This is an optimization exercise on Yosys and OpenROAD, whose aim is small area, a short achievable clock period and few clock cycles per item, not a production implementation. Function was checked by simulation only, so behaviour that the tests miss may differ from the original. The flow treats the clock pin as an ideal source, which a real chip does not have. Power and IR drop assume default switching activity.

===== design.v =====
`timescale 1ns/1ns
package mem_bus_pkg;
    typedef struct packed {
        logic                   cyc;
        logic                   stb;
        logic                   we;
        logic [4-1:0]  sel;
        logic [32-1:0] addr;
        logic [32-1:0] data;
    } bus_req_t;
    typedef struct packed {
        logic                   ack;
        logic                   err;
        logic [32-1:0] data;
    } bus_rsp_t;
    typedef logic [0:0] master_idx_t;
endpackage
`timescale 1ns/1ns
package mem_access_pkg;
    typedef enum logic [1:0] {
        SIZE_BYTE = 2'b00,
        SIZE_HALF = 2'b01,
        SIZE_WORD = 2'b10
    } access_size_e;
    typedef struct packed {
        logic                   we;
        access_size_e           size;
        logic                   is_unsigned;
        logic [32-1:0] addr;
        logic [32-1:0] wdata;
    } cpu_req_t;
endpackage
`timescale 1ns/1ns
module data_bus_master (
    input  logic [1:0]                   i_size,
    input  logic                         i_unsigned,
    input  logic [1:0]                   i_off,
    input  logic [32-1:0]       i_wdata,
    output logic [4-1:0]        o_sel,
    output logic [32-1:0]       o_wdata,
    input  logic [21:0][32-1:0] i_part,
    input  logic                         i_c_gpio,
    input  logic [32-1:0]       i_c_gval,
    input  logic                         i_d_gpio,
    input  logic [32-1:0]       i_d_gval,
    output logic [32-1:0]       o_cpu_rdata,
    output logic [32-1:0]       o_dma_rdata
);
    logic [10:0][32-1:0] pair_n;
    logic [2:0][32-1:0]  quad;
    logic [3:0]             lsel_r, ssel_r;
    logic                   h_lo_r, h_hi_r, word_r;
    logic [32-1:0] gal;
    logic                   gsign;
    logic                   byte_sz, half_sz, word_sz;
    logic [3:0]             lsel;
    logic                   h_lo, h_hi, ext_mid;
    logic [3:0]             ssel;
    logic                   sign;
    always_comb begin
        case (i_size)
            2'd0:    o_sel = 4'b0001 << i_off;
            2'd1:    o_sel = i_off[1] ? 4'b1100 : 4'b0011;
            default: o_sel = 4'b1111;
        endcase
    end
    assign o_wdata[7:0]   = i_wdata[7:0];
    assign o_wdata[15:8]  = (i_size == 2'd0) ? i_wdata[7:0] : i_wdata[15:8];
    assign o_wdata[23:16] = i_size[1] ? i_wdata[23:16] : i_wdata[7:0];
    assign o_wdata[31:24] = (i_size == 2'd0) ? i_wdata[7:0] :
                            (i_size == 2'd1) ? i_wdata[15:8] : i_wdata[31:24];
    for (genvar m = 0; m < 11; m++) begin : g_pair
        rd_nor2 u_nor (
            .i_a (i_part[2*m]),
            .i_b (i_part[2*m+1]),
            .o_y (pair_n[m])
        );
    end
    for (genvar q = 0; q < 2; q++) begin : g_quad
        rd_nand4 u_nand (
            .i_a (pair_n[4*q]),
            .i_b (pair_n[4*q+1]),
            .i_c (pair_n[4*q+2]),
            .i_d (pair_n[4*q+3]),
            .o_y (quad[q])
        );
    end
    rd_nand3 u_nand3 (
        .i_a (pair_n[8]),
        .i_b (pair_n[9]),
        .i_c (pair_n[10]),
        .o_y (quad[2])
    );
    assign byte_sz = i_size == 2'd0;
    assign half_sz = i_size == 2'd1;
    assign word_sz = i_size[1];
    assign lsel[0] = word_sz || (half_sz && !i_off[1]) || (byte_sz && i_off == 2'd0);
    assign lsel[1] = byte_sz && i_off == 2'd1;
    assign lsel[2] = (half_sz && i_off[1]) || (byte_sz && i_off == 2'd2);
    assign lsel[3] = byte_sz && i_off == 2'd3;
    assign h_lo    = word_sz || (half_sz && !i_off[1]);
    assign h_hi    = half_sz && i_off[1];
    assign ext_mid = byte_sz;
    assign ssel[0] = !i_unsigned && byte_sz && i_off == 2'd0;
    assign ssel[1] = !i_unsigned && ((byte_sz && i_off == 2'd1) || (half_sz && !i_off[1]));
    assign ssel[2] = !i_unsigned && byte_sz && i_off == 2'd2;
    assign ssel[3] = !i_unsigned && ((byte_sz && i_off == 2'd3) || (half_sz && i_off[1]));
    assign lsel_r = lsel & {4{!i_c_gpio}};
    assign ssel_r = ssel & {4{!i_c_gpio}};
    assign h_lo_r = h_lo && !i_c_gpio;
    assign h_hi_r = h_hi && !i_c_gpio;
    assign word_r = word_sz && !i_c_gpio;
    always_comb begin
        gal = '0;
        if (i_c_gpio) begin
            gal[7:0]   = ({8{lsel[0]}} & i_c_gval[7:0])   | ({8{lsel[1]}} & i_c_gval[15:8]) |
                         ({8{lsel[2]}} & i_c_gval[23:16]) | ({8{lsel[3]}} & i_c_gval[31:24]);
            gal[15:8]  = ({8{h_lo}} & i_c_gval[15:8]) | ({8{h_hi}} & i_c_gval[31:24]);
            gal[31:16] = {16{word_sz}} & i_c_gval[31:16];
        end
    end
    assign gsign = i_c_gpio && ((ssel[0] && i_c_gval[7]) || (ssel[1] && i_c_gval[15]) ||
                                (ssel[2] && i_c_gval[23]) || (ssel[3] && i_c_gval[31]));
    always_comb begin
        sign = gsign;
        for (int m = 0; m < 3; m++) begin
            sign = sign | (ssel_r[0] & quad[m][7])  | (ssel_r[1] & quad[m][15]) |
                          (ssel_r[2] & quad[m][23]) | (ssel_r[3] & quad[m][31]);
        end
    end
    always_comb begin
        o_cpu_rdata = gal;
        o_cpu_rdata[15:8]  = o_cpu_rdata[15:8]  | {8{ext_mid && sign}};
        o_cpu_rdata[31:16] = o_cpu_rdata[31:16] | {16{!word_sz && sign}};
        for (int m = 0; m < 3; m++) begin
            o_cpu_rdata[7:0]   = o_cpu_rdata[7:0] |
                                 ({8{lsel_r[0]}} & quad[m][7:0])   | ({8{lsel_r[1]}} & quad[m][15:8]) |
                                 ({8{lsel_r[2]}} & quad[m][23:16]) | ({8{lsel_r[3]}} & quad[m][31:24]);
            o_cpu_rdata[15:8]  = o_cpu_rdata[15:8] |
                                 ({8{h_lo_r}} & quad[m][15:8]) | ({8{h_hi_r}} & quad[m][31:24]);
            o_cpu_rdata[31:16] = o_cpu_rdata[31:16] | ({16{word_r}} & quad[m][31:16]);
        end
    end
    always_comb begin
        o_dma_rdata = {32{i_d_gpio}} & i_d_gval;
        for (int m = 0; m < 3; m++) begin
            o_dma_rdata = o_dma_rdata | ({32{!i_d_gpio}} & quad[m]);
        end
    end
endmodule
module rd_nor2 (
    input  logic [32-1:0] i_a,
    input  logic [32-1:0] i_b,
    output logic [32-1:0] o_y
);
    assign o_y = ~(i_a | i_b);
endmodule
module rd_nand4 (
    input  logic [32-1:0] i_a,
    input  logic [32-1:0] i_b,
    input  logic [32-1:0] i_c,
    input  logic [32-1:0] i_d,
    output logic [32-1:0] o_y
);
    assign o_y = ~(i_a & i_b & i_c & i_d);
endmodule
module rd_nand3 (
    input  logic [32-1:0] i_a,
    input  logic [32-1:0] i_b,
    input  logic [32-1:0] i_c,
    output logic [32-1:0] o_y
);
    assign o_y = ~(i_a & i_b & i_c);
endmodule
`timescale 1ns/1ns
module bus_arbiter (
    input  logic       i_clk,
    input  logic       i_rst_n,
    input  logic       i_c_req,
    input  logic       i_c_we,
    input  logic       i_c_ram,
    input  logic       i_c_gpio,
    input  logic       i_c_bad,
    input  logic       i_c_bank,
    input  logic       i_c_ain,
    input  logic       i_d_req,
    input  logic       i_d_we,
    input  logic       i_d_ram,
    input  logic       i_d_gpio,
    input  logic       i_d_bad,
    input  logic       i_d_bank,
    input  logic       i_d_ain,
    output logic       o_rd_cpu,
    output logic [1:0] o_wb_cpu,
    output logic [1:0] o_wb_dma,
    output logic       o_gw_cpu,
    output logic       o_gw_dma,
    output logic       o_c_ack,
    output logic       o_c_err,
    output logic       o_d_ack,
    output logic       o_d_err
);
    localparam logic [3:0] URGENT = 4'd15;
    logic [3:0] wait_q;
    logic       urg_rd_q;
    logic       urg_wr_q;
    logic       urg_gw_q;
    logic c_rd, c_wr, c_gw;
    logic d_rd, d_wr, d_gw;
    logic c_wr_ok, c_gw_ok;
    logic d_done;
    assign c_rd = i_c_req && !i_c_we && i_c_ram;
    assign c_wr = i_c_req && i_c_we && i_c_ram;
    assign c_gw = i_c_req && i_c_we && i_c_gpio && !i_c_ain;
    assign d_rd = i_d_req && !i_d_we && i_d_ram;
    assign d_wr = i_d_req && i_d_we && i_d_ram;
    assign d_gw = i_d_req && i_d_we && i_d_gpio && !i_d_ain;
    assign o_rd_cpu = i_c_req && !i_c_we && !urg_rd_q;
    assign c_wr_ok  = c_wr && !(urg_wr_q && i_c_bank == i_d_bank);
    assign c_gw_ok  = c_gw && !urg_gw_q;
    assign o_wb_cpu[0] = c_wr_ok && !i_c_bank;
    assign o_wb_cpu[1] = c_wr_ok && i_c_bank;
    assign o_wb_dma[0] = d_wr && !i_d_bank && !o_wb_cpu[0];
    assign o_wb_dma[1] = d_wr && i_d_bank && !o_wb_cpu[1];
    assign o_gw_cpu    = c_gw_ok;
    assign o_gw_dma    = d_gw && !c_gw_ok;
    assign o_c_err = i_c_req && i_c_bad;
    assign o_c_ack = (c_rd && !urg_rd_q) || c_wr_ok || c_gw_ok
                  || (i_c_req && !i_c_we && i_c_gpio);
    assign o_d_err = i_d_req && i_d_bad;
    assign o_d_ack = (d_rd && !o_rd_cpu) || (|o_wb_dma) || o_gw_dma
                  || (i_d_req && !i_d_we && i_d_gpio);
    assign d_done = o_d_ack || o_d_err;
    always_ff @(posedge i_clk) begin
        if (!i_rst_n || !i_d_req || d_done) begin
            wait_q   <= '0;
            urg_rd_q <= 1'b0;
            urg_wr_q <= 1'b0;
            urg_gw_q <= 1'b0;
        end else if (wait_q != URGENT) begin
            wait_q   <= wait_q + 4'd1;
            urg_rd_q <= (wait_q == URGENT - 4'd1) && d_rd;
            urg_wr_q <= (wait_q == URGENT - 4'd1) && d_wr;
            urg_gw_q <= (wait_q == URGENT - 4'd1) && d_gw;
        end
    end
endmodule
`timescale 1ns/1ns
module bus_decoder (
    input  logic [32-1:0] i_addr,
    input  logic                   i_we,
    output logic                   o_ram,
    output logic                   o_gpio,
    output logic                   o_bad
);
    localparam int RAM_AW  = $clog2(1024);
    localparam int GPIO_AW = $clog2(8);
    localparam logic [32-1:0] RAM_BASE_A  = 32'h1000_0000;
    localparam logic [32-1:0] GPIO_BASE_A = 32'hFFFF_FFF8;
    assign o_ram  = i_addr[32-1:RAM_AW] == RAM_BASE_A[32-1:RAM_AW];
    assign o_gpio = i_addr[32-1:GPIO_AW] == GPIO_BASE_A[32-1:GPIO_AW];
    assign o_bad  = !(o_ram || o_gpio) || (o_gpio && i_we && i_addr[2]);
endmodule
`timescale 1ns/1ns
module data_ram (
    input  logic                       i_clk,
    input  logic [255:0]               i_rsel,
    output logic [21:0][32-1:0] o_part,
    input  logic [1:0][6:0]            i_waddr,
    input  logic [1:0][4-1:0] i_wsel,
    input  logic [1:0][32-1:0] i_wdata
);
    localparam int WORDS  = 1024 / 4;
    localparam int GROUPS = (WORDS + 2) / 3;
    logic [32-1:0] mem [WORDS];
    logic [32-1:0] grp_n [GROUPS];
    logic [1:0][127:0]      wdec_n;
    logic [1:0][3:0]        wsel_n;
    for (genvar b = 0; b < 2; b++) begin : g_wdec
        for (genvar i = 0; i < 128; i++) begin : g_row
            assign wdec_n[b][i] = i_waddr[b] != 7'(i);
        end
        assign wsel_n[b] = ~i_wsel[b];
    end
    for (genvar w = 0; w < WORDS; w++) begin : g_word
        logic [4-1:0] en;
        ram_we u_we (
            .i_row_n  (wdec_n[w / 128][w % 128]),
            .i_lane_n (wsel_n[w / 128]),
            .o_en     (en)
        );
        for (genvar l = 0; l < 4; l++) begin : g_lane
            always_ff @(posedge i_clk) begin
                if (en[l]) begin
                    mem[w][8*l +: 8] <= i_wdata[w / 128][8*l +: 8];
                end
            end
        end
    end
    for (genvar g = 0; g < GROUPS; g++) begin : g_grp
        if (3*g + 2 < WORDS) begin : g_full
            ram_rd_aoi3 u_aoi (
                .i_sel  (i_rsel[3*g +: 3]),
                .i_d0   (mem[3*g]),
                .i_d1   (mem[3*g+1]),
                .i_d2   (mem[3*g+2]),
                .o_y_n  (grp_n[g])
            );
        end else begin : g_one
            assign grp_n[g] = ~({32{i_rsel[3*g]}} & mem[3*g]);
        end
    end
    for (genvar k = 0; k < 22; k++) begin : g_part
        if (4*k + 3 < GROUPS) begin : g_full
            ram_nand4 u_nand (
                .i_a (grp_n[4*k]),
                .i_b (grp_n[4*k+1]),
                .i_c (grp_n[4*k+2]),
                .i_d (grp_n[4*k+3]),
                .o_y (o_part[k])
            );
        end else begin : g_two
            assign o_part[k] = ~(grp_n[4*k] & grp_n[4*k+1]);
        end
    end
endmodule
module ram_we (
    input  logic                  i_row_n,
    input  logic [4-1:0] i_lane_n,
    output logic [4-1:0] o_en
);
    assign o_en = ~({4{i_row_n}} | i_lane_n);
endmodule
module ram_rd_aoi3 (
    input  logic [2:0]             i_sel,
    input  logic [32-1:0] i_d0,
    input  logic [32-1:0] i_d1,
    input  logic [32-1:0] i_d2,
    output logic [32-1:0] o_y_n
);
    assign o_y_n = ~(({32{i_sel[0]}} & i_d0) |
                     ({32{i_sel[1]}} & i_d1) |
                     ({32{i_sel[2]}} & i_d2));
endmodule
module ram_nand4 (
    input  logic [32-1:0] i_a,
    input  logic [32-1:0] i_b,
    input  logic [32-1:0] i_c,
    input  logic [32-1:0] i_d,
    output logic [32-1:0] o_y
);
    assign o_y = ~(i_a & i_b & i_c & i_d);
endmodule
module ram_sel (
    input  logic [15:0]  i_c_hi,
    input  logic [15:0]  i_c_lo,
    input  logic [15:0]  i_d_hi,
    input  logic [15:0]  i_d_lo,
    output logic [255:0] o_sel
);
    for (genvar w = 0; w < 256; w++) begin : g_w
        assign o_sel[w] = (i_c_hi[w / 16] & i_c_lo[w % 16]) | (i_d_hi[w / 16] & i_d_lo[w % 16]);
    end
endmodule
`timescale 1ns/1ns
module gpio_regs (
    input  logic                   i_clk,
    input  logic                   i_rst_n,
    input  logic                   i_cpu_we,
    input  logic [4-1:0]  i_cpu_sel,
    input  logic [32-1:0] i_cpu_wdata,
    input  logic                   i_dma_we,
    input  logic [4-1:0]  i_dma_sel,
    input  logic [32-1:0] i_dma_wdata,
    output logic [32-1:0]     o_gpio
);
    logic [32-1:0] out_q;
    always_ff @(posedge i_clk) begin
        if (!i_rst_n) begin
            out_q <= '0;
        end else begin
            for (int i = 0; i < 4; i++) begin
                if (i_cpu_we && i_cpu_sel[i]) begin
                    out_q[8*i +: 8] <= i_cpu_wdata[8*i +: 8];
                end else if (i_dma_we && i_dma_sel[i]) begin
                    out_q[8*i +: 8] <= i_dma_wdata[8*i +: 8];
                end
            end
        end
    end
    assign o_gpio = out_q;
endmodule
`timescale 1ns/1ns
module mem_stage_top (
    input  logic                     i_clk,
    input  logic                     i_rst_n,
    input  logic                     i_cpu_req,
    input  logic                     i_cpu_we,
    input  logic [1:0]               i_cpu_size,
    input  logic                     i_cpu_unsigned,
    input  logic [32-1:0]   i_cpu_addr,
    input  logic [32-1:0]   i_cpu_wdata,
    output logic                     o_cpu_ack,
    output logic                     o_cpu_err,
    output logic [32-1:0]   o_cpu_rdata,
    input  logic                     i_dma_cyc,
    input  logic                     i_dma_stb,
    input  logic                     i_dma_we,
    input  logic [4-1:0]    i_dma_sel,
    input  logic [32-1:0]   i_dma_addr,
    input  logic [32-1:0]   i_dma_data,
    output logic                     o_dma_ack,
    output logic                     o_dma_err,
    output logic [32-1:0]   o_dma_data,
    input  logic [32-1:0]       i_gpio,
    output logic [32-1:0]       o_gpio
);
    logic                   d_req;
    logic                   c_ram, c_gpio, c_bad;
    logic                   d_ram, d_gpio, d_bad;
    logic [4-1:0]  c_sel;
    logic [32-1:0] c_wdata;
    logic                   rd_cpu;
    logic [1:0]             wb_cpu, wb_dma;
    logic                   gw_cpu, gw_dma;
    logic [15:0]            c_hi, c_lo, d_hi, d_lo;
    logic [255:0]           rsel;
    logic [21:0][32-1:0] part;
    logic [1:0][6:0]        waddr;
    logic [1:0][4-1:0] wsel;
    logic [1:0][32-1:0] wdata;
    assign d_req = i_dma_cyc && i_dma_stb;
    bus_decoder u_cdec (
        .i_addr (i_cpu_addr),
        .i_we   (i_cpu_we),
        .o_ram  (c_ram),
        .o_gpio (c_gpio),
        .o_bad  (c_bad)
    );
    bus_decoder u_ddec (
        .i_addr (i_dma_addr),
        .i_we   (i_dma_we),
        .o_ram  (d_ram),
        .o_gpio (d_gpio),
        .o_bad  (d_bad)
    );
    data_bus_master u_master (
        .i_size      (i_cpu_size),
        .i_unsigned  (i_cpu_unsigned),
        .i_off       (i_cpu_addr[1:0]),
        .i_wdata     (i_cpu_wdata),
        .o_sel       (c_sel),
        .o_wdata     (c_wdata),
        .i_part      (part),
        .i_c_gpio    (c_gpio),
        .i_c_gval    (i_cpu_addr[2] ? i_gpio : o_gpio),
        .i_d_gpio    (d_gpio),
        .i_d_gval    (i_dma_addr[2] ? i_gpio : o_gpio),
        .o_cpu_rdata (o_cpu_rdata),
        .o_dma_rdata (o_dma_data)
    );
    bus_arbiter u_arb (
        .i_clk    (i_clk),
        .i_rst_n  (i_rst_n),
        .i_c_req  (i_cpu_req),
        .i_c_we   (i_cpu_we),
        .i_c_ram  (c_ram),
        .i_c_gpio (c_gpio),
        .i_c_bad  (c_bad),
        .i_c_bank (i_cpu_addr[9]),
        .i_c_ain  (i_cpu_addr[2]),
        .i_d_req  (d_req),
        .i_d_we   (i_dma_we),
        .i_d_ram  (d_ram),
        .i_d_gpio (d_gpio),
        .i_d_bad  (d_bad),
        .i_d_bank (i_dma_addr[9]),
        .i_d_ain  (i_dma_addr[2]),
        .o_rd_cpu (rd_cpu),
        .o_wb_cpu (wb_cpu),
        .o_wb_dma (wb_dma),
        .o_gw_cpu (gw_cpu),
        .o_gw_dma (gw_dma),
        .o_c_ack  (o_cpu_ack),
        .o_c_err  (o_cpu_err),
        .o_d_ack  (o_dma_ack),
        .o_d_err  (o_dma_err)
    );
    for (genvar i = 0; i < 16; i++) begin : g_pre
        assign c_hi[i] = rd_cpu && i_cpu_addr[9:6] == 4'(i);
        assign c_lo[i] = i_cpu_addr[5:2] == 4'(i);
        assign d_hi[i] = !rd_cpu && i_dma_addr[9:6] == 4'(i);
        assign d_lo[i] = i_dma_addr[5:2] == 4'(i);
    end
    ram_sel u_sel (
        .i_c_hi (c_hi),
        .i_c_lo (c_lo),
        .i_d_hi (d_hi),
        .i_d_lo (d_lo),
        .o_sel  (rsel)
    );
    for (genvar b = 0; b < 2; b++) begin : g_bank
        assign waddr[b] = wb_cpu[b] ? i_cpu_addr[8:2] : i_dma_addr[8:2];
        assign wsel[b]  = wb_cpu[b] ? c_sel : (wb_dma[b] ? i_dma_sel : '0);
        assign wdata[b] = wb_cpu[b] ? c_wdata : i_dma_data;
    end
    data_ram u_ram (
        .i_clk   (i_clk),
        .i_rsel  (rsel),
        .o_part  (part),
        .i_waddr (waddr),
        .i_wsel  (wsel),
        .i_wdata (wdata)
    );
    gpio_regs u_gpio (
        .i_clk       (i_clk),
        .i_rst_n     (i_rst_n),
        .i_cpu_we    (gw_cpu),
        .i_cpu_sel   (c_sel),
        .i_cpu_wdata (c_wdata),
        .i_dma_we    (gw_dma),
        .i_dma_sel   (i_dma_sel),
        .i_dma_wdata (i_dma_data),
        .o_gpio      (o_gpio)
    );
endmodule

===== flow/run.sh =====
#!/bin/bash
# Standard synthesis and floorplan; the RAM's flip-flops and first read gates
# placed as a regular array (one row per word, one column per bit); standard
# placement, CTS and routing, with an extra setup repair after placement and
# after CTS. Each step's output goes to its own log here.
set -euo pipefail
export RAM_SLOT=40 RAM_GROWS=4
R=orfs/results/sky130hd/mem_stage_top/base
bash standard.sh synth floorplan > 1_synth_floorplan.log 2>&1
FP_ODB=$R/2_floorplan.odb openroad -no_init -exit flow/place_ram.tcl > 2_place_ram.log 2>&1
bash standard.sh place > 3_place.log 2>&1
bash standard.sh run RUN_SCRIPT=$PWD/flow/opt.tcl RUN_LOG_NAME_STEM=opt_place \
  OPT_STAGE=3_place OPT_MARGIN=3.0 > 4_opt_place.log 2>&1
bash standard.sh cts > 5_cts.log 2>&1
bash standard.sh run RUN_SCRIPT=$PWD/flow/opt.tcl RUN_LOG_NAME_STEM=opt_cts \
  OPT_STAGE=4_cts OPT_MARGIN=3.0 > 6_opt_cts.log 2>&1
bash standard.sh > 7_finish.log 2>&1

===== flow/opt.tcl =====
# Extra setup repair on a placed design, free to change cell footprints
# (so port buffers and other cells can take any size), then legalize.
source $::env(SCRIPTS_DIR)/load.tcl
load_design $::env(OPT_STAGE).odb $::env(OPT_STAGE).sdc
set_dont_use $::env(DONT_USE_CELLS)
estimate_parasitics -placement
report_worst_slack
repair_timing -setup -setup_margin $::env(OPT_MARGIN) -repair_tns 100 -verbose
detailed_placement
check_placement -verbose
estimate_parasitics -placement
report_worst_slack
report_design_area
orfs_write_db $::env(RESULTS_DIR)/$::env(OPT_STAGE).odb

===== flow/place_ram.tcl =====
# Structured placement of the RAM: one row per word, one slot per bit.
# Reads and rewrites the floorplan database given in $::env(FP_ODB).
read_db $::env(FP_ODB)
set block [ord::get_db_block]
set SLOT  [expr {[info exists ::env(RAM_SLOT)] ? $::env(RAM_SLOT) : 36}]
set SPINE [expr {[info exists ::env(RAM_SPINE)] ? $::env(RAM_SPINE) : 60}]
set ROW0  [expr {[info exists ::env(RAM_ROW0)] ? $::env(RAM_ROW0) : 18}]
set X0    [expr {[info exists ::env(RAM_X0)] ? $::env(RAM_X0) : 20}]
# Rows per group of three words (3 = no spare row)
set GROWS [expr {[info exists ::env(RAM_GROWS)] ? $::env(RAM_GROWS) : 3}]

# Rows, bottom to top
set rows {}
foreach row [$block getRows] { lappend rows [list [lindex [$row getOrigin] 1] $row] }
set rows [lsort -integer -index 0 $rows]
set nrows [llength $rows]
set r0 [lindex $rows 0 1]
set sitew [[$r0 getSite] getWidth]
set rowx0 [lindex [$r0 getOrigin] 0]
set nsites [$r0 getSiteCount]
set rowy {}
for {set i 0} {$i < $nrows} {incr i} { dict set rowidx [lindex $rows $i 0] $i }

# Tap sites per row
foreach inst [$block getInsts] {
  if {[string match "*tapvpwrvgnd*" [[$inst getMaster] getName]]} {
    lassign [$inst getLocation] x y
    set r [dict get $rowidx $y]
    dict lappend taps $r [expr {($x - $rowx0) / $sitew}]
  }
}

proc slot_x {j} {
  global X0 SLOT SPINE
  if {$j < 16} { return [expr {$X0 + $j * $SLOT}] }
  return [expr {$X0 + $j * $SLOT + $SPINE}]
}

# Flops
set flop_of [dict create]
set cells [dict create]
foreach inst [$block getInsts] {
  set n [$inst getName]
  regsub -all {\\} $n {} nn
  if {[regexp {^u_ram\.mem\[(\d+)\]\[(\d+)\]} $nn -> w j]} {
    dict set flop_of [$inst getId] [list $w $j]
    dict lappend cells [expr {$ROW0 + ($w / 3) * $GROWS + $w % 3}] [list [slot_x $j] $inst]
  }
}
puts "flops: [dict size $flop_of]"

# a222oi next to the flops they read, in the middle row of the three
set naoi 0
foreach inst [$block getInsts] {
  if {[[$inst getMaster] getName] ne "sky130_fd_sc_hd__a222oi_1"} continue
  set it [$inst findITerm A1]
  set net [$it getNet]
  set drv ""
  foreach it2 [$net getITerms] { if {[$it2 isOutputSignal]} { set drv [$it2 getInst] } }
  if {$drv eq "" || ![dict exists $flop_of [$drv getId]]} continue
  lassign [dict get $flop_of [$drv getId]] w j
  set g [expr {$w / 3}]
  set r [expr {$ROW0 + $GROWS * $g + 1}]
  dict lappend cells $r [list [expr {[slot_x $j] + 24}] $inst]
  incr naoi
}
puts "aoi: $naoi"

# Pack each row left to right around the taps. Cells of one bit slot go
# together, in the order that ends leftmost.
proc fit {x w tl} {
  set moved 1
  while {$moved} {
    set moved 0
    foreach t $tl { if {$t >= $x && $t < $x + $w} { set x [expr {$t + 1}]; set moved 1 } }
  }
  return $x
}
proc pack {order cur tl sitew} {
  set out {}
  foreach c $order {
    lassign $c tx inst
    set w [expr {[[$inst getMaster] getWidth] / $sitew}]
    set x [fit [expr {max($tx, $cur)}] $w $tl]
    lappend out [list $x $inst]
    set cur [expr {$x + $w}]
  }
  return [list $cur $out]
}
set maxx 0
foreach r [dict keys $cells] {
  set row [lindex $rows $r 1]
  set y [lindex $rows $r 0]
  set orient [$row getOrient]
  set tl [expr {[dict exists $taps $r] ? [lsort -integer [dict get $taps $r]] : {}}]
  # group by slot start (flop target)
  set slots [dict create]
  foreach c [dict get $cells $r] {
    lassign $c tx inst
    set key [expr {[string match "*a222oi*" [[$inst getMaster] getName]] ? $tx - 24 : $tx}]
    dict lappend slots $key $c
  }
  set cur 0
  foreach key [lsort -integer [dict keys $slots]] {
    set cs [dict get $slots $key]
    set best ""
    foreach order [list $cs [lreverse $cs]] {
      # every cell aims at the slot start
      set o {}
      foreach c $order { lappend o [list $key [lindex $c 1]] }
      set res [pack $o $cur $tl $sitew]
      if {$best eq "" || [lindex $res 0] < [lindex $best 0]} { set best $res }
    }
    foreach c [lindex $best 1] {
      lassign $c x inst
      $inst setOrient $orient
      $inst setLocation [expr {$rowx0 + $x * $sitew}] $y
      $inst setPlacementStatus FIRM
    }
    set cur [lindex $best 0]
    if {$cur > $nsites} { error "row $r overflows" }
    if {$cur > $maxx} { set maxx $cur }
  }
}
puts "rows used: [dict size $cells], widest: $maxx of $nsites sites, $nrows rows"
write_db $::env(FP_ODB)

===== standard.sh =====
#!/bin/bash
# synth_recipe.tcl (not shown) runs the flow's synth.tcl, then flattens the netlist and writes it again
# the make line also repeats each setting of config.mk as NAME=value (left out here)
make -C /OpenROAD-flow-scripts/flow DESIGN_CONFIG=/design/flow/config.mk WORK_HOME=/design/flow/orfs CLKGATE_MAP_FILE= SYNTH_SCRIPT=/design/flow/synth_recipe.tcl "${@:-finish}"

===== config.mk =====
export PLATFORM = sky130hd
export DESIGN_NAME = mem_stage_top
export DESIGN_NICKNAME = mem_stage_top
export VERILOG_FILES = /design/flow/design.v
export SDC_FILE = /design/flow/constraint.sdc
export NUM_CORES = 8
export LEC_CHECK = 0
export CAP_MARGIN = 20
export CORE_AREA = 5 5 640 1012
export CTS_CLUSTER_DIAMETER = 60
export CTS_CLUSTER_SIZE = 30
export DIE_AREA = 0 0 645 1017
export PLACE_DENSITY = 0.7
export SETUP_SLACK_MARGIN = 3.0
export SLEW_MARGIN = 20
export SYNTH_HIERARCHICAL = 1
export SYNTH_MEMORY_MAX_BITS = 16384

===== constraint.sdc =====
create_clock -name core_clock -period 10.0 [get_ports {i_clk}]
set_input_delay 2.0000 -clock core_clock [delete_from_list [all_inputs] [get_ports {i_clk}]]
set_output_delay 2.0000 -clock core_clock [all_outputs]
set_load 0.01 [all_outputs]

==> results of run 1 <==
==> worst register-to-register path, stage by stage, from the launching register on <==
cell and delay, ps:
dfxtp_1 530, inv_1 100, nor2_1 210, nor3_4 60, buf_4 180, buf_6 300, nor3_2 780, nand2_1 100
o21ai_0 290, clkinv_2 360, buf_4 500, nor2_1 980
==> power by group through the flow <==
stage	logic, mW	registers, mW	clock network (mW)
detailed placement	2.09	38.7	0
finish	2.43	37.9	20.9
global placement	2.06	38.7	0
global route	2.52	37.9	22.3
CTS	2.27	37.9	21.3
floorplan	0.779	38.7	0
==> sequential cells by signal, summed over array words and instances, names as in the netlist <==
name            cells
u_arb.urg_wr_q      1
u_arb.urg_gw_q      1
u_arb.wait_q        4
u_arb.urg_rd_q      1
u_ram.mem        8192
u_gpio.out_q       32
==> Yosys stat by module (local to each module, per instance), excerpt <==
module	cell area (sq um)	times used
ram_sel	3440	1
ram_rd_aoi3	403	85
rd_nand3	160	1
ram_we	15.0	256
ram_nand4	200	21
data_ram	248000	1
bus_arbiter	526	1
data_bus_master	2360	1
bus_decoder	139	2
==> stage by stage <==
stage / cell area, sq um / setup TNS [ps] / worst slack [ps] / instances / power, mW
CTS: 339000 / 0 / 1330 / 25300 / 61.4
floorplan: 304000 / 0 / 2770 / 15500 / 39.5
global route: 341000 / 0 / 1180 / 25400 / 62.7
detailed placement: 319000 / -5440 / -484 / 24400 / 40.8
finish: 341000 / 0 / 1220 / 25400 / 61.2
global placement: 319000 / -13190 / -811 / 24400 / 40.7
==> repair_timing <==
action,in CTS,in global routing
gates resized for setup,135,102
pin swaps,122,103
cloned,6,4
hold buffers,0,0
buffers inserted,38,12
endpoints found under the setup margin,628,2629
==> how the worst max path moves through the flow <==
stage / startpoint / endpoint / slack, ps / cells after the start
6_report: i_cpu_we / o_cpu_rdata[28] / 1220 / 21
5_1_grt: i_cpu_we / o_cpu_rdata[28] / 1180 / 23
4_1_cts: i_cpu_req / o_cpu_rdata[28] / 1330 / 22
3_5_place_dp: i_cpu_addr[9] / o_cpu_rdata[12] / -480 / 12
3_3_place_gp: i_cpu_addr[9] / o_cpu_rdata[12] / -810 / 11
2_1_floorplan: i_cpu_we / o_cpu_rdata[10] / 2770 / 17
==> kinds of logic (layout without fill, tap and decap cells) <==
group / count (synthesis) / after routing / synth area share
AO/OA/AOI/OAI: 3212 / 3217 / 0.104
XOR/XNOR: 2 / 2 / 0.0000578
adder cells (fa/ha/maj): 2 / 2 / 0.0000825
buffers and inverters: 1077 / 2534 / 0.0304
flip-flops: 8231 / 8231 / 0.813
multiplexers: 207 / 207 / 0.00763
other: 0 / 44 / 0
AND/OR/NAND/NOR: 2804 / 2806 / 0.0445
==> layout by cell type, fill, tap and decap left out, drive strengths merged, types with 43 or more instances in the layout <==
master,netlist,final
nand2,359,359
clkinv,1,128
clkbuf,39,462
mux2,191,191
diode,0,44
nand4,748,748
a22o,268,273
a222oi,2720,2720
clkdlybuf4s50,0,169
nor2,1426,1427
edfxtp,8192,8192
buf,1014,1511
inv,23,197
nand3,43,43
==> per-layer routing <==
layer,share of wire,up-vias
met5,0.00028,-
met4,0.036,38
met3,0.15,1113
met2,0.33,12000
met1,0.49,79400
li1,-,70800
==> final cells by class <==
class	instances	area, sq um
diodes	44	110
clock buffers	438	10700
clock inverters	350	4980
fillers	48700	298000
inverters	24	119
multi-input cells	6234	51000
flip-flops and latches	8231	247000
well taps	8370	10500
repair buffers	1722	16600
==> impl_metrics.toml, run 1 <==
[outcome]
status = "timing/DRC/antenna clean"

[global_routing]
grt-ovfl-total = 0
use_met1 = 0.497
use_met2 = 0.302
track_usage = 0.276
grt_start_max_net_pins = 129
antenna_found_initial = 58
use_met3 = 0.0856
first_global_vias = 152000
grt_pass1_wl_mm = 1260
busiest_layer = "met1"

[timing]
finClkSkew_ps = 43.2
min_period_ps = 8780
rsz0062_at_grt = "yes"
finalSetupViolCount = 0
maxSlewHeadroom = 0.140
hold_viol_final = 0
fin_crit_sh = 0.878
fmax_ghz = 0.114
worst_hold_slack_ps = 560
drv_slew = 0
worst_pin_slew_ps = 1290

[clock_network]
htreeDepth = 5
root_buffer = "clkbuf_16"
cts_sinks = 8231
clkLatencyLatePin_ps = 1080
cts_buffers = 422
cts_tree = "yes"
cts.clk_slew.worst_paths_ps = 100
clockBufferDepth = 4

[synthesis]
syn_inst = 15500
synthTopCellsByCount = "edfxtp_1, a222oi_1, nor2_1, nand4_1, buf_6"
ys_seq_area_frac = 0.813
synth_edf_count = 8192
synth_flop_cell = "edfxtp_1"
synth.most_common_cell = "edfxtp_1"
ys_top_cells_by_area = "edfxtp_1, a222oi_1, buf_6"
ys_types = 78
synthArstFlopShare = 0
syn-cell-area_sq_mm = 0.303
synth.net_count = 15700
synth_largest_area_cell = "edfxtp_1"
yosysTopAreaCellShare = 0.811
avgSynthCellArea_sq_um = 19.5
ys_ff_latch = 8231
synth_warnings = 14

[critical_path]
worstSetupPathType = "in2out"
arrival_ps = 6780
cpMostUsedCell = "buf_4"
path_cells = "buf_6 > or3b_4 > inv_8 > or3_4 > buf_4 > nor3_2 > a22o_2 > buf_12 > buf_4 > buf_4 > a222oi_1 > nand4_1 > nor2_1 > buf_4 > nand4_1 > buf_6 > or3_4 > buf_12 > o211ai_1 > o21ai_2 > buf_4"
worst-r2r-cell-count = 11
worstPathRequired_ps = 8000
crit_family = "buffers and inverters"
crit_path_max_fanout = 9
slowest_delay_ps = 840
crit_path_start_kind = "primary input"
regToRegStartpoint = "u_arb.urg_wr_q"
cp_slowest_cell = "o211ai_1"
timing.rr.end = "u_ram.mem[36][20]"
critPathBufInv = 10
reg2reg_slack_ps = 5200
endpoint_kind = "output port"

[floorplanning]
core_area_sq_mm = 0.639
rows = 370
start_util = 0.475
ioPinCount = 274
die_area_sq_mm = 0.656
die_x_um = 645
fp.dieH_mm = 1.02

[drt]
wl_per_cell_um = 36.2
via_count = 163000
drc = 0
viasPerCell = 6.43
first_iter_violations = 41900
ant_nets = 0
finalWirelength_mm = 921
first_pass_iters = 14

[pwr]
p_sw_frac = 0.216
powerDensity_mw_per_mm2 = 180
ir_drop_mv = 0.172
p_leak_nw = 106
p_clk_frac = 0.342
p_sw_mw = 13.2
pwr-share-comb = 0.040
internal_power_mw = 48.0
power_frac_seq = 0.619

[placement]
dp_hpwl_mm = 733
port_buffers = 271
gp_congestion = 0.959

[run]
cap_violations = 0

[hold_path]
hold_end = "u_arb.urg_rd_q"
hold_path_startpoint = "u_arb.wait_q[3]"
worstHoldPathCells = 2
min-delay-path-class = "reg2reg"

[finish]
drive_gt1_frac = 0.183
final_core_util = 0.533
area_growth_pct = 12.3
fin_nets = 16800
Testbench counts, summed over its fixed seeds: cycles 3,200, items 4,800.
==> inputs of run 2 (changes only) <==
--- a/design.v
+++ b/design.v
@@ -46,17 +46,14 @@
     output logic [32-1:0]       o_cpu_rdata,
     output logic [32-1:0]       o_dma_rdata
 );
-    logic [10:0][32-1:0] pair_n;
-    logic [2:0][32-1:0]  quad;
-    logic [3:0]             lsel_r, ssel_r;
-    logic                   h_lo_r, h_hi_r, word_r;
+    logic [7:0][32-1:0]  grp_n;
+    logic [1:0][32-1:0]  half_w;
+    logic                   byte_sz, half_sz, word_sz;
+    logic [3:0]             lsel, lsel_r, ssel, ssel_r;
+    logic                   h_lo, h_hi, h_lo_r, h_hi_r, word_r;
     logic [32-1:0] gal;
     logic                   gsign;
-    logic                   byte_sz, half_sz, word_sz;
-    logic [3:0]             lsel;
-    logic                   h_lo, h_hi, ext_mid;
-    logic [3:0]             ssel;
-    logic                   sign;
+    logic [3:1]             sign;
     always_comb begin
         case (i_size)
             2'd0:    o_sel = 4'b0001 << i_off;
@@ -69,28 +66,30 @@
     assign o_wdata[23:16] = i_size[1] ? i_wdata[23:16] : i_wdata[7:0];
     assign o_wdata[31:24] = (i_size == 2'd0) ? i_wdata[7:0] :
                             (i_size == 2'd1) ? i_wdata[15:8] : i_wdata[31:24];
-    for (genvar m = 0; m < 11; m++) begin : g_pair
+    for (genvar m = 0; m < 6; m++) begin : g_tri
+        rd_nor3 u_nor (
+            .i_a (i_part[3*m]),
+            .i_b (i_part[3*m+1]),
+            .i_c (i_part[3*m+2]),
+            .o_y (grp_n[m])
+        );
+    end
+    for (genvar m = 0; m < 2; m++) begin : g_duo
         rd_nor2 u_nor (
-            .i_a (i_part[2*m]),
-            .i_b (i_part[2*m+1]),
-            .o_y (pair_n[m])
+            .i_a (i_part[18+2*m]),
+            .i_b (i_part[19+2*m]),
+            .o_y (grp_n[6+m])
         );
     end
-    for (genvar q = 0; q < 2; q++) begin : g_quad
+    for (genvar q = 0; q < 2; q++) begin : g_half
         rd_nand4 u_nand (
-            .i_a (pair_n[4*q]),
-            .i_b (pair_n[4*q+1]),
-            .i_c (pair_n[4*q+2]),
-            .i_d (pair_n[4*q+3]),
-            .o_y (quad[q])
+            .i_a (grp_n[4*q]),
+            .i_b (grp_n[4*q+1]),
+            .i_c (grp_n[4*q+2]),
+            .i_d (grp_n[4*q+3]),
+            .o_y (half_w[q])
         );
     end
-    rd_nand3 u_nand3 (
-        .i_a (pair_n[8]),
-        .i_b (pair_n[9]),
-        .i_c (pair_n[10]),
-        .o_y (quad[2])
-    );
     assign byte_sz = i_size == 2'd0;
     assign half_sz = i_size == 2'd1;
     assign word_sz = i_size[1];
@@ -100,7 +99,6 @@
     assign lsel[3] = byte_sz && i_off == 2'd3;
     assign h_lo    = word_sz || (half_sz && !i_off[1]);
     assign h_hi    = half_sz && i_off[1];
-    assign ext_mid = byte_sz;
     assign ssel[0] = !i_unsigned && byte_sz && i_off == 2'd0;
     assign ssel[1] = !i_unsigned && ((byte_sz && i_off == 2'd1) || (half_sz && !i_off[1]));
     assign ssel[2] = !i_unsigned && byte_sz && i_off == 2'd2;
@@ -110,43 +108,59 @@
     assign h_lo_r = h_lo && !i_c_gpio;
     assign h_hi_r = h_hi && !i_c_gpio;
     assign word_r = word_sz && !i_c_gpio;
+    assign gsign = i_c_gpio && ((ssel[0] && i_c_gval[7]) || (ssel[1] && i_c_gval[15]) ||
+                                (ssel[2] && i_c_gval[23]) || (ssel[3] && i_c_gval[31]));
     always_comb begin
         gal = '0;
         if (i_c_gpio) begin
             gal[7:0]   = ({8{lsel[0]}} & i_c_gval[7:0])   | ({8{lsel[1]}} & i_c_gval[15:8]) |
                          ({8{lsel[2]}} & i_c_gval[23:16]) | ({8{lsel[3]}} & i_c_gval[31:24]);
-            gal[15:8]  = ({8{h_lo}} & i_c_gval[15:8]) | ({8{h_hi}} & i_c_gval[31:24]);
-            gal[31:16] = {16{word_sz}} & i_c_gval[31:16];
+            gal[15:8]  = ({8{h_lo}} & i_c_gval[15:8]) | ({8{h_hi}} & i_c_gval[31:24]) |
+                         {8{byte_sz && gsign}};
+            gal[31:16] = ({16{word_sz}} & i_c_gval[31:16]) | {16{!word_sz && gsign}};
         end
     end
-    assign gsign = i_c_gpio && ((ssel[0] && i_c_gval[7]) || (ssel[1] && i_c_gval[15]) ||
-                                (ssel[2] && i_c_gval[23]) || (ssel[3] && i_c_gval[31]));
-    always_comb begin
-        sign = gsign;
-        for (int m = 0; m < 3; m++) begin
-            sign = sign | (ssel_r[0] & quad[m][7])  | (ssel_r[1] & quad[m][15]) |
-                          (ssel_r[2] & quad[m][23]) | (ssel_r[3] & quad[m][31]);
-        end
+    for (genvar y = 1; y < 4; y++) begin : g_sign
+        rd_sign u_sign (
+            .i_ssel (ssel_r),
+            .i_q0   ({half_w[0][31], half_w[0][23], half_w[0][15], half_w[0][7]}),
+            .i_q1   ({half_w[1][31], half_w[1][23], half_w[1][15], half_w[1][7]}),
+            .o_sign (sign[y])
+        );
     end
-    always_comb begin
-        o_cpu_rdata = gal;
-        o_cpu_rdata[15:8]  = o_cpu_rdata[15:8]  | {8{ext_mid && sign}};
-        o_cpu_rdata[31:16] = o_cpu_rdata[31:16] | {16{!word_sz && sign}};
-        for (int m = 0; m < 3; m++) begin
-            o_cpu_rdata[7:0]   = o_cpu_rdata[7:0] |
-                                 ({8{lsel_r[0]}} & quad[m][7:0])   | ({8{lsel_r[1]}} & quad[m][15:8]) |
-                                 ({8{lsel_r[2]}} & quad[m][23:16]) | ({8{lsel_r[3]}} & quad[m][31:24]);
-            o_cpu_rdata[15:8]  = o_cpu_rdata[15:8] |
-                                 ({8{h_lo_r}} & quad[m][15:8]) | ({8{h_hi_r}} & quad[m][31:24]);
-            o_cpu_rdata[31:16] = o_cpu_rdata[31:16] | ({16{word_r}} & quad[m][31:16]);
-        end
+    for (genvar j = 0; j < 8; j++) begin : g_b0
+        rd_out_lo u_out (
+            .i_sel (lsel_r),
+            .i_q0  ({half_w[0][24+j], half_w[0][16+j], half_w[0][8+j], half_w[0][j]}),
+            .i_q1  ({half_w[1][24+j], half_w[1][16+j], half_w[1][8+j], half_w[1][j]}),
+            .i_e   (gal[j]),
+            .o_y   (o_cpu_rdata[j])
+        );
     end
-    always_comb begin
-        o_dma_rdata = {32{i_d_gpio}} & i_d_gval;
-        for (int m = 0; m < 3; m++) begin
-            o_dma_rdata = o_dma_rdata | ({32{!i_d_gpio}} & quad[m]);
-        end
+    for (genvar j = 8; j < 16; j++) begin : g_b1
+        rd_out_mid u_out (
+            .i_sel  ({h_hi_r, h_lo_r}),
+            .i_q0   ({half_w[0][16+j], half_w[0][j]}),
+            .i_q1   ({half_w[1][16+j], half_w[1][j]}),
+            .i_ext  (byte_sz),
+            .i_sign (sign[1]),
+            .i_e    (gal[j]),
+            .o_y    (o_cpu_rdata[j])
+        );
+    end
+    for (genvar j = 16; j < 32; j++) begin : g_b23
+        rd_out_hi u_out (
+            .i_sel  (word_r),
+            .i_q0   (half_w[0][j]),
+            .i_q1   (half_w[1][j]),
+            .i_ext  (!word_sz),
+            .i_sign (sign[j / 8]),
+            .i_e    (gal[j]),
+            .o_y    (o_cpu_rdata[j])
+        );
     end
+    assign o_dma_rdata = ({32{!i_d_gpio}} & (half_w[0] | half_w[1])) |
+                         ({32{i_d_gpio}} & i_d_gval);
 endmodule
 module rd_nor2 (
     input  logic [32-1:0] i_a,
@@ -164,13 +178,52 @@
 );
     assign o_y = ~(i_a & i_b & i_c & i_d);
 endmodule
-module rd_nand3 (
+module rd_nor3 (
     input  logic [32-1:0] i_a,
     input  logic [32-1:0] i_b,
     input  logic [32-1:0] i_c,
     output logic [32-1:0] o_y
 );
-    assign o_y = ~(i_a & i_b & i_c);
+    assign o_y = ~(i_a | i_b | i_c);
+endmodule
+module rd_sign (
+    input  logic [3:0] i_ssel,
+    input  logic [3:0] i_q0,
+    input  logic [3:0] i_q1,
+    output logic       o_sign
+);
+    assign o_sign = |(i_ssel & (i_q0 | i_q1));
+endmodule
+module rd_out_lo (
+    input  logic [3:0] i_sel,
+    input  logic [3:0] i_q0,
+    input  logic [3:0] i_q1,
+    input  logic       i_e,
+    output logic       o_y
+);
+    assign o_y = (|(i_sel & (i_q0 | i_q1))) | i_e;
+endmodule
+module rd_out_mid (
+    input  logic [1:0] i_sel,
+    input  logic [1:0] i_q0,
+    input  logic [1:0] i_q1,
+    input  logic       i_ext,
+    input  logic       i_sign,
+    input  logic       i_e,
+    output logic       o_y
+);
+    assign o_y = (|(i_sel & (i_q0 | i_q1))) | (i_ext & i_sign) | i_e;
+endmodule
+module rd_out_hi (
+    input  logic i_sel,
+    input  logic i_q0,
+    input  logic i_q1,
+    input  logic i_ext,
+    input  logic i_sign,
+    input  logic i_e,
+    output logic o_y
+);
+    assign o_y = (i_sel & (i_q0 | i_q1)) | (i_ext & i_sign) | i_e;
 endmodule
 `timescale 1ns/1ns
 module bus_arbiter (
@@ -191,6 +244,7 @@
     input  logic       i_d_bank,
     input  logic       i_d_ain,
     output logic       o_rd_cpu,
+    output logic       o_urg_rd,
     output logic [1:0] o_wb_cpu,
     output logic [1:0] o_wb_dma,
     output logic       o_gw_cpu,
@@ -216,6 +270,7 @@
     assign d_wr = i_d_req && i_d_we && i_d_ram;
     assign d_gw = i_d_req && i_d_we && i_d_gpio && !i_d_ain;
     assign o_rd_cpu = i_c_req && !i_c_we && !urg_rd_q;
+    assign o_urg_rd = urg_rd_q;
     assign c_wr_ok  = c_wr && !(urg_wr_q && i_c_bank == i_d_bank);
     assign c_gw_ok  = c_gw && !urg_gw_q;
     assign o_wb_cpu[0] = c_wr_ok && !i_c_bank;
@@ -421,6 +476,7 @@
     logic [4-1:0]  c_sel;
     logic [32-1:0] c_wdata;
     logic                   rd_cpu;
+    logic                   urg_rd;
     logic [1:0]             wb_cpu, wb_dma;
     logic                   gw_cpu, gw_dma;
     logic [15:0]            c_hi, c_lo, d_hi, d_lo;
@@ -477,6 +533,7 @@
         .i_d_bank (i_dma_addr[9]),
         .i_d_ain  (i_dma_addr[2]),
         .o_rd_cpu (rd_cpu),
+        .o_urg_rd (urg_rd),
         .o_wb_cpu (wb_cpu),
         .o_wb_dma (wb_dma),
         .o_gw_cpu (gw_cpu),
@@ -487,11 +544,23 @@
         .o_d_err  (o_dma_err)
     );
     for (genvar i = 0; i < 16; i++) begin : g_pre
-        assign c_hi[i] = rd_cpu && i_cpu_addr[9:6] == 4'(i);
         assign c_lo[i] = i_cpu_addr[5:2] == 4'(i);
-        assign d_hi[i] = !rd_cpu && i_dma_addr[9:6] == 4'(i);
         assign d_lo[i] = i_dma_addr[5:2] == 4'(i);
     end
+    rd_pre #(.FOR_DMA(1'b0)) u_cpre (
+        .i_req (i_cpu_req),
+        .i_we  (i_cpu_we),
+        .i_blk (urg_rd),
+        .i_a   (i_cpu_addr[9:6]),
+        .o_sel (c_hi)
+    );
+    rd_pre #(.FOR_DMA(1'b1)) u_dpre (
+        .i_req (i_cpu_req),
+        .i_we  (i_cpu_we),
+        .i_blk (urg_rd),
+        .i_a   (i_dma_addr[9:6]),
+        .o_sel (d_hi)
+    );
     ram_sel u_sel (
         .i_c_hi (c_hi),
         .i_c_lo (c_lo),
@@ -524,3 +593,18 @@
         .o_gpio      (o_gpio)
     );
 endmodule
+module rd_pre #(
+    parameter bit FOR_DMA = 1'b0
+) (
+    input  logic        i_req,
+    input  logic        i_we,
+    input  logic        i_blk,
+    input  logic [3:0]  i_a,
+    output logic [15:0] o_sel
+);
+    logic cpu_has;
+    assign cpu_has = i_req && !i_we && !i_blk;
+    for (genvar i = 0; i < 16; i++) begin : g_sel
+        assign o_sel[i] = (cpu_has ^ FOR_DMA) && i_a == 4'(i);
+    end
+endmodule
--- a/config.mk
+++ b/config.mk
@@ -5,6 +5,7 @@
 export SDC_FILE = /design/flow/constraint.sdc
 export NUM_CORES = 8
 export LEC_CHECK = 0
+export ABC_CLOCK_PERIOD_IN_PS = 2000
 export CAP_MARGIN = 20
 export CORE_AREA = 5 5 640 1012
 export CTS_CLUSTER_DIAMETER = 60
==> impl_metrics.toml, run 2 <==
[outcome]
status = "timing/DRC/antenna clean"

[placement]
port_buffers = 271
gp_congestion = 0.967
dp_hpwl_mm = 732

[finish]
area_growth_pct = 13.2
fin_nets = 16900
final_cell_mix = "edfxtp_1, a222oi_1, nor2_1"
top_regs = "u_ram.mem: 8192 flops, u_gpio.out_q: 32 flops, u_arb.wait_q: 4 flops"
drive_gt1_frac = 0.190
largest_reg_flops = 8192
top_register = "u_ram.mem"
final_common_cell = "edfxtp_1"

[floorplanning]
core_area_sq_mm = 0.639
fp.dieH_mm = 1.02
rows = 370
die_x_um = 645
start_util = 0.476
ioPinCount = 274
die_area_sq_mm = 0.656

[pwr]
p_leak_nw = 107
powerDensity_mw_per_mm2 = 176
fin_total_pwr_mw = 60.5
ir_drop_mv = 0.154

[timing]
min_period_ps = 8180
fmax_ghz = 0.122
maxSlewHeadroom = 0.109
worst_pin_slew_ps = 1330
finalSetupViolCount = 0
drv_slew = 0
hold_viol_final = 0
tns_ps = 0
rsz0062_at_grt = "yes"
fin_crit_sh = 0.818
finClkSkew_ps = 60.9

[critical_path]
slowest_delay_ps = 440
endpoint_kind = "output port"
path_depth = 17
reg2reg_slack_ps = 5230
critPathBufInv = 7
worstPathRequired_ps = 8000
crit_path_start = "i_cpu_req"
cp_slowest_cell = "nor3_4"
crit_path_start_kind = "primary input"
worstSetupPathType = "in2out"
crit_family = "simple AND/OR/NAND/NOR gates"
worst-r2r-cell-count = 8
path_cells = "buf_16 > nor3b_4 > buf_6 > nor2_4 > buf_4 > buf_6 > a22o_4 > buf_6 > a222oi_1 > nand4_1 > nor3_4 > nand4_1 > buf_12 > o21ai_1 > nand4_1 > or2_1 > buf_12"
timing.rr.end = "u_ram.mem[124][10]"
arrival_ps = 6180
regToRegStartpoint = "u_arb.urg_wr_q"
crit_path_max_fanout = 8
crit_path_end = "o_cpu_rdata[6]"

[clock_network]
htreeDepth = 5
cts_sinks = 8231
cts_tree = "yes"
root_buffer = "clkbuf_16"
ctsHoldBuffers = 0
cts.clk_slew.worst_paths_ps = 110
cts_buffers = 407
clkLatencyLatePin_ps = 1100
clockBufferDepth = 4

[synthesis]
syn_inst = 15500
synth.net_count = 15700
syn-cell-area_sq_mm = 0.304
avgSynthCellArea_sq_um = 19.6
synth_warnings = 14

[drt]
first_pass_iters = 13
drc = 0
finalWirelength_mm = 965
via_count = 167000
ant_nets = 0
wl_per_cell_um = 38.0
viasPerCell = 6.56
first_iter_violations = 44900

[global_routing]
track_usage = 0.286
grt_pass1_wl_mm = 1290
first_global_vias = 153000
antenna_found_initial = 56
grt-ovfl-total = 0
grt_start_max_net_pins = 129

[hold_path]
min-delay-path-class = "reg2reg"

[run]
cap_violations = 0
==> run 2: cell types whose count changed in the layout (fill, tap and decap cells not counted), moves of 34 or more <==
cell     previous run  this run
nor2_2             80        21
nor3_2             15       124
or3_4              34         0
buf_4            1199       961
a22o_2            123       178
o21ai_1             0        57
nor2_1           1291      1081
buf_12            155       354
nand2_1           355       389
nor3_4             10        95
==> run 2: timing repair <==
item                                    4_1_cts  5_1_grt
resized for setup                           233      107
cloned                                       17       18
endpoints found under the setup margin     2711      372
pin swaps                                   137      192
setup buffers                                62       49
==> run 2: tightest hold or removal path: cells and delay by family (launching register included) <==
kind	cells	cell delay, ps
AOI/OAI and AO/OA	1	80
buffers and inverters	1	130
DFF	1	360
==> run 2: report_power, final <==
group / internal, mW / switching [mW]
logic: 0.887 / 1.86
clock network: 8.59 / 11.3
registers: 37.9 / 0.00000000449
total: 47.3 / 13.1
==> run 2: how the worst min path moves through the flow <==
stage	startpoint	depth (start not counted)	slack, ps	to
finish	u_arb.wait_q[3]	2	610	u_arb.wait_q[3]
global route	u_arb.urg_wr_q	2	620	u_arb.urg_wr_q
CTS	u_arb.wait_q[0]	2	600	u_arb.wait_q[0]
detailed placement	u_arb.wait_q[0]	2	580	u_arb.wait_q[0]
global placement	u_arb.urg_gw_q	2	590	u_arb.urg_gw_q
floorplan	u_arb.wait_q[3]	2	470	u_arb.urg_rd_q
==> run 2: per-stage QoR <==
| step | area, sq um | hold WS (ps) | std cells | util | setup WS (ps) |
|---|---|---|---|---|---|
| 6_report | 344000 | 609 | 25400 | 0.539 | 1820 |
| 5_1_grt | 344000 | 625 | 25400 | 0.539 | 1890 |
| 4_1_cts | 341000 | 603 | 25200 | 0.534 | 1960 |
| 3_5_place_dp | 321000 | 578 | 24200 | 0.502 | -292 |
| 3_3_place_gp | 320000 | 590 | 24200 | 0.502 | -293 |
| 2_1_floorplan | 304000 | 475 | 15500 | - | 3160 |
==> run 2: final cells by class <==
| class | count | area [sq um] |
|---|---|---|
| fillers | 48400 | 294000 |
| flip-flops and latches | 8231 | 247000 |
| multi-input cells | 6285 | 52700 |
| repair buffers | 1737 | 19800 |
| clock buffers | 434 | 10600 |
| well taps | 8370 | 10500 |
| clock inverters | 295 | 3940 |
| inverters | 31 | 135 |
| diodes | 36 | 90.1 |
==> run 2: metal layers <==
metal	up-vias	routed length (um)	share of wire	track usage
li1	71200	-	-	-
met1	81000	455000	0.47	0.509
met2	13300	313000	0.32	0.310
met3	1210	163000	0.17	0.103
met4	40	33100	0.034	0.0798
met5	-	686	0.00071	0.00375
Testbench counts of run 2, summed over its fixed seeds: cycles 3,200, items 4,800.
==> inputs of run 3 (changes only) <==
--- a/design.v
+++ b/design.v
@@ -53,7 +53,7 @@
     logic                   h_lo, h_hi, h_lo_r, h_hi_r, word_r;
     logic [32-1:0] gal;
     logic                   gsign;
-    logic [3:1]             sign;
+    logic [7:2]             sign;
     always_comb begin
         case (i_size)
             2'd0:    o_sel = 4'b0001 << i_off;
@@ -120,7 +120,7 @@
             gal[31:16] = ({16{word_sz}} & i_c_gval[31:16]) | {16{!word_sz && gsign}};
         end
     end
-    for (genvar y = 1; y < 4; y++) begin : g_sign
+    for (genvar y = 2; y < 8; y++) begin : g_sign
         rd_sign u_sign (
             .i_ssel (ssel_r),
             .i_q0   ({half_w[0][31], half_w[0][23], half_w[0][15], half_w[0][7]}),
@@ -143,7 +143,7 @@
             .i_q0   ({half_w[0][16+j], half_w[0][j]}),
             .i_q1   ({half_w[1][16+j], half_w[1][j]}),
             .i_ext  (byte_sz),
-            .i_sign (sign[1]),
+            .i_sign (sign[j / 4]),
             .i_e    (gal[j]),
             .o_y    (o_cpu_rdata[j])
         );
@@ -154,7 +154,7 @@
             .i_q0   (half_w[0][j]),
             .i_q1   (half_w[1][j]),
             .i_ext  (!word_sz),
-            .i_sign (sign[j / 8]),
+            .i_sign (sign[j / 4]),
             .i_e    (gal[j]),
             .o_y    (o_cpu_rdata[j])
         );
@@ -319,7 +319,8 @@
 `timescale 1ns/1ns
 module data_ram (
     input  logic                       i_clk,
-    input  logic [255:0]               i_rsel,
+    input  logic [255:0]               i_rsel_lo,
+    input  logic [255:0]               i_rsel_hi,
     output logic [21:0][32-1:0] o_part,
     input  logic [1:0][6:0]            i_waddr,
     input  logic [1:0][4-1:0] i_wsel,
@@ -355,14 +356,15 @@
     for (genvar g = 0; g < GROUPS; g++) begin : g_grp
         if (3*g + 2 < WORDS) begin : g_full
             ram_rd_aoi3 u_aoi (
-                .i_sel  (i_rsel[3*g +: 3]),
+                .i_sel_lo (i_rsel_lo[3*g +: 3]),
+                .i_sel_hi (i_rsel_hi[3*g +: 3]),
                 .i_d0   (mem[3*g]),
                 .i_d1   (mem[3*g+1]),
                 .i_d2   (mem[3*g+2]),
                 .o_y_n  (grp_n[g])
             );
         end else begin : g_one
-            assign grp_n[g] = ~({32{i_rsel[3*g]}} & mem[3*g]);
+            assign grp_n[g] = ~({{16{i_rsel_hi[3*g]}}, {16{i_rsel_lo[3*g]}}} & mem[3*g]);
         end
     end
     for (genvar k = 0; k < 22; k++) begin : g_part
@@ -387,15 +389,16 @@
     assign o_en = ~({4{i_row_n}} | i_lane_n);
 endmodule
 module ram_rd_aoi3 (
-    input  logic [2:0]             i_sel,
+    input  logic [2:0]             i_sel_lo,
+    input  logic [2:0]             i_sel_hi,
     input  logic [32-1:0] i_d0,
     input  logic [32-1:0] i_d1,
     input  logic [32-1:0] i_d2,
     output logic [32-1:0] o_y_n
 );
-    assign o_y_n = ~(({32{i_sel[0]}} & i_d0) |
-                     ({32{i_sel[1]}} & i_d1) |
-                     ({32{i_sel[2]}} & i_d2));
+    assign o_y_n = ~(({{16{i_sel_hi[0]}}, {16{i_sel_lo[0]}}} & i_d0) |
+                     ({{16{i_sel_hi[1]}}, {16{i_sel_lo[1]}}} & i_d1) |
+                     ({{16{i_sel_hi[2]}}, {16{i_sel_lo[2]}}} & i_d2));
 endmodule
 module ram_nand4 (
     input  logic [32-1:0] i_a,
@@ -480,7 +483,7 @@
     logic [1:0]             wb_cpu, wb_dma;
     logic                   gw_cpu, gw_dma;
     logic [15:0]            c_hi, c_lo, d_hi, d_lo;
-    logic [255:0]           rsel;
+    logic [255:0]           rsel_lo, rsel_hi;
     logic [21:0][32-1:0] part;
     logic [1:0][6:0]        waddr;
     logic [1:0][4-1:0] wsel;
@@ -561,12 +564,19 @@
         .i_a   (i_dma_addr[9:6]),
         .o_sel (d_hi)
     );
-    ram_sel u_sel (
+    ram_sel u_sel_lo (
         .i_c_hi (c_hi),
         .i_c_lo (c_lo),
         .i_d_hi (d_hi),
         .i_d_lo (d_lo),
-        .o_sel  (rsel)
+        .o_sel  (rsel_lo)
+    );
+    ram_sel u_sel_hi (
+        .i_c_hi (c_hi),
+        .i_c_lo (c_lo),
+        .i_d_hi (d_hi),
+        .i_d_lo (d_lo),
+        .o_sel  (rsel_hi)
     );
     for (genvar b = 0; b < 2; b++) begin : g_bank
         assign waddr[b] = wb_cpu[b] ? i_cpu_addr[8:2] : i_dma_addr[8:2];
@@ -575,7 +585,8 @@
     end
     data_ram u_ram (
         .i_clk   (i_clk),
-        .i_rsel  (rsel),
+        .i_rsel_lo (rsel_lo),
+        .i_rsel_hi (rsel_hi),
         .o_part  (part),
         .i_waddr (waddr),
         .i_wsel  (wsel),
==> impl_metrics.toml, run 3 <==
[outcome]
status = "timing/DRC/antenna clean"

[floorplanning]
rows = 370
core_area_sq_mm = 0.639
ioPinCount = 274
die_area_sq_mm = 0.656
fp.dieH_mm = 1.02
start_util = 0.478
die_x_um = 645

[placement]
gp_congestion = 1.10
port_buffers = 271
dp.cells = 24400
post-place-ws_ps = -31.2
placed_area_sq_mm = 0.320
dp_hpwl_mm = 728

[pwr]
pwr-share-comb = 0.044
p_leak_nw = 108
p_sw_frac = 0.218
p_sw_mw = 13.3
ir_drop_mv = 0.166
p_clk_frac = 0.339
power_frac_seq = 0.618
internal_power_mw = 47.9
powerDensity_mw_per_mm2 = 177

[global_routing]
first_global_vias = 158000
grt_start_max_net_pins = 129
grt_pass1_wl_mm = 1300
track_usage = 0.284
grt-ovfl-total = 0
antenna_found_initial = 44

[critical_path]
worstPathRequired_ps = 8000
regToRegStartpoint = "u_arb.urg_wr_q"
timing.rr.end = "u_ram.mem[136][22]"
crit_path_max_fanout = 16
arrival_ps = 6080
reg2reg_slack_ps = 5300
worstSetupPathType = "in2out"
worst-r2r-cell-count = 6
crit_path_start_kind = "primary input"
endpoint_kind = "output port"

[clock_network]
cts_tree = "yes"
cts.clk_slew.worst_paths_ps = 100
cts_buffers = 422
htreeDepth = 5
cts_sinks = 8231
root_buffer = "clkbuf_16"
clkLatencyLatePin_ps = 1110
clockBufferDepth = 4
ctsHoldBuffers = 0

[finish]
drive_gt1_frac = 0.196
fin_area_sq_mm = 0.347
area_growth_pct = 13.5
layoutNonFillerInstCount = 25700
final_cell_mix = "edfxtp_1, a222oi_1, buf_4"
final.fill_count = 47700
top_register = "u_ram.mem"
fin_nets = 17100
top_regs = "u_ram.mem: 8192 flops, u_gpio.out_q: 32 flops, u_arb.wait_q: 4 flops"
largest_reg_flops = 8192
final_common_cell = "edfxtp_1"
final_core_util = 0.543

[drt]
viasPerCell = 6.60
via_count = 169000
finalWirelength_mm = 956
first_pass_iters = 15
ant_nets = 0
first_iter_violations = 44800
wl_per_cell_um = 37.2
drc = 0

[synthesis]
syn-cell-area_sq_mm = 0.305
synth.net_count = 15900
synth_warnings = 14
avgSynthCellArea_sq_um = 19.5
syn_inst = 15700

[timing]
hold_viol_final = 0
worst_pin_slew_ps = 1350
rsz0062_at_grt = "yes"
finalSetupViolCount = 0
fin_crit_sh = 0.808
drv_slew = 0
tns_ps = 0
maxSlewHeadroom = 0.0938
finClkSkew_ps = 48.8
min_period_ps = 8080
fmax_ghz = 0.124
setup_slack_ps = 1920

[hold_path]
hold_path_startpoint = "u_arb.wait_q[3]"
hold_end = "u_arb.wait_q[3]"
min-delay-path-class = "reg2reg"
worstHoldPathCells = 2

[run]
cap_violations = 0
-- run 3: how the worst max path moves through the flow --
stage                  start         endpoint  cells after the start  slack (ps)
5_1_grt        i_cpu_addr[8]   o_cpu_rdata[0]                     19        2080
2_1_floorplan       i_cpu_we  o_cpu_rdata[10]                     15        3180
3_3_place_gp   i_cpu_addr[1]   o_cpu_rdata[1]                      8          10
4_1_cts             i_cpu_we  o_cpu_rdata[19]                     20        2090
3_5_place_dp        i_cpu_we   o_dma_data[14]                     15         -30
6_report       i_cpu_addr[9]   o_cpu_rdata[6]                     16        1920
-- run 3: stage by stage --
stage / hold WS [ps] / total power, mW
4_1_cts: 566 / 61.4
5_1_grt: 603 / 62.7
6_report: 572 / 61.3
2_1_floorplan: 475 / 39.5
3_3_place_gp: 564 / 40.9
3_5_place_dp: 554 / 40.9
-- run 3: area by class of cell --
| cell class | count | area [sq um] | area share |
|---|---|---|---|
| diodes | 25 | 62.6 | 0.000180 |
| clock buffers | 446 | 10900 | 0.0314 |
| clock inverters | 332 | 4650 | 0.0134 |
| inverters | 31 | 131 | 0.000379 |
| multi-input cells | 6523 | 56300 | 0.162 |
| flip-flops and latches | 8231 | 247000 | 0.712 |
| well taps | 8370 | 10500 | 0.0302 |
| repair buffers | 1721 | 17400 | 0.0502 |
-- run 3: power groups by stage --
stage / combinational, mW / sequential [mW] / clock (mW)
after global placement: 2.20 / 38.7 / 0
after global routing: 2.75 / 37.9 / 22.1
after CTS: 2.43 / 37.9 / 21.1
after detailed placement: 2.22 / 38.7 / 0
after floorplan: 0.800 / 38.7 / 0
final: 2.67 / 37.9 / 20.8
-- run 3: routing by layer --
metal,global-route usage,part of all wire
met2,0.322,0.34
met3,0.0893,0.16
met5,0.00213,0.00059
met1,0.490,0.46
met4,0.104,0.047
-- run 3: what timing repair did --
action	in CTS	in global routing
cloned	5	24
endpoints found under the setup margin	67	66
resized for setup	202	194
buffers inserted	86	44
pin swaps	168	261
-- run 3: worst max-delay path, cell delays in order --
cell and delay (ps):
buf_6 170, nand3b_1 350, nor2_2 150, buf_4 180, buf_4 140, a22o_4 330
buf_4 180, a222oi_1 340, nand4_1 470, nor3_4 380, nand4_1 250, buf_12 240
o21ai_2 200, nand4_1 140, or2_4 310, buf_12 150
Testbench counts of run 3, summed over its fixed seeds: cycles 3,200, items 4,800.

## afterwards: timing with drivers on the ports
The flow's constraints put no driver on any port. The routed layouts listed below were extracted and timed again, unchanged, in two steps.
Step 1, drivers: a clkbuf_16 drives i_clk and a buf_2 each remaining input, both assumed.
Step 2 times the ports against the registers' clock, not the clock port: input delays grow and output delays shrink by t, the midpoint of the rising clock arrivals with the driver on.
Slacks: ideal ports / drivers / drivers and shift; pairs: ideal ports / drivers.
run	t (ns)	setup WS [ns]	worst setup path at the end	latest minus earliest clock arrival (ns)
run 1	1.208	1.224 / 1.035 / 1.035	input to output	0.065 / 0.065
run 2	1.206	1.822 / 1.546 / 1.546	input to output	0.070 / 0.070
run 3	1.217	1.918 / 1.787 / 1.787	input to output	0.081 / 0.082
After both steps setup and hold are still met in every run listed. The setup slack of run 2, which loses most, moves by -0.276 ns with the drivers and by -0.276 ns with both steps.
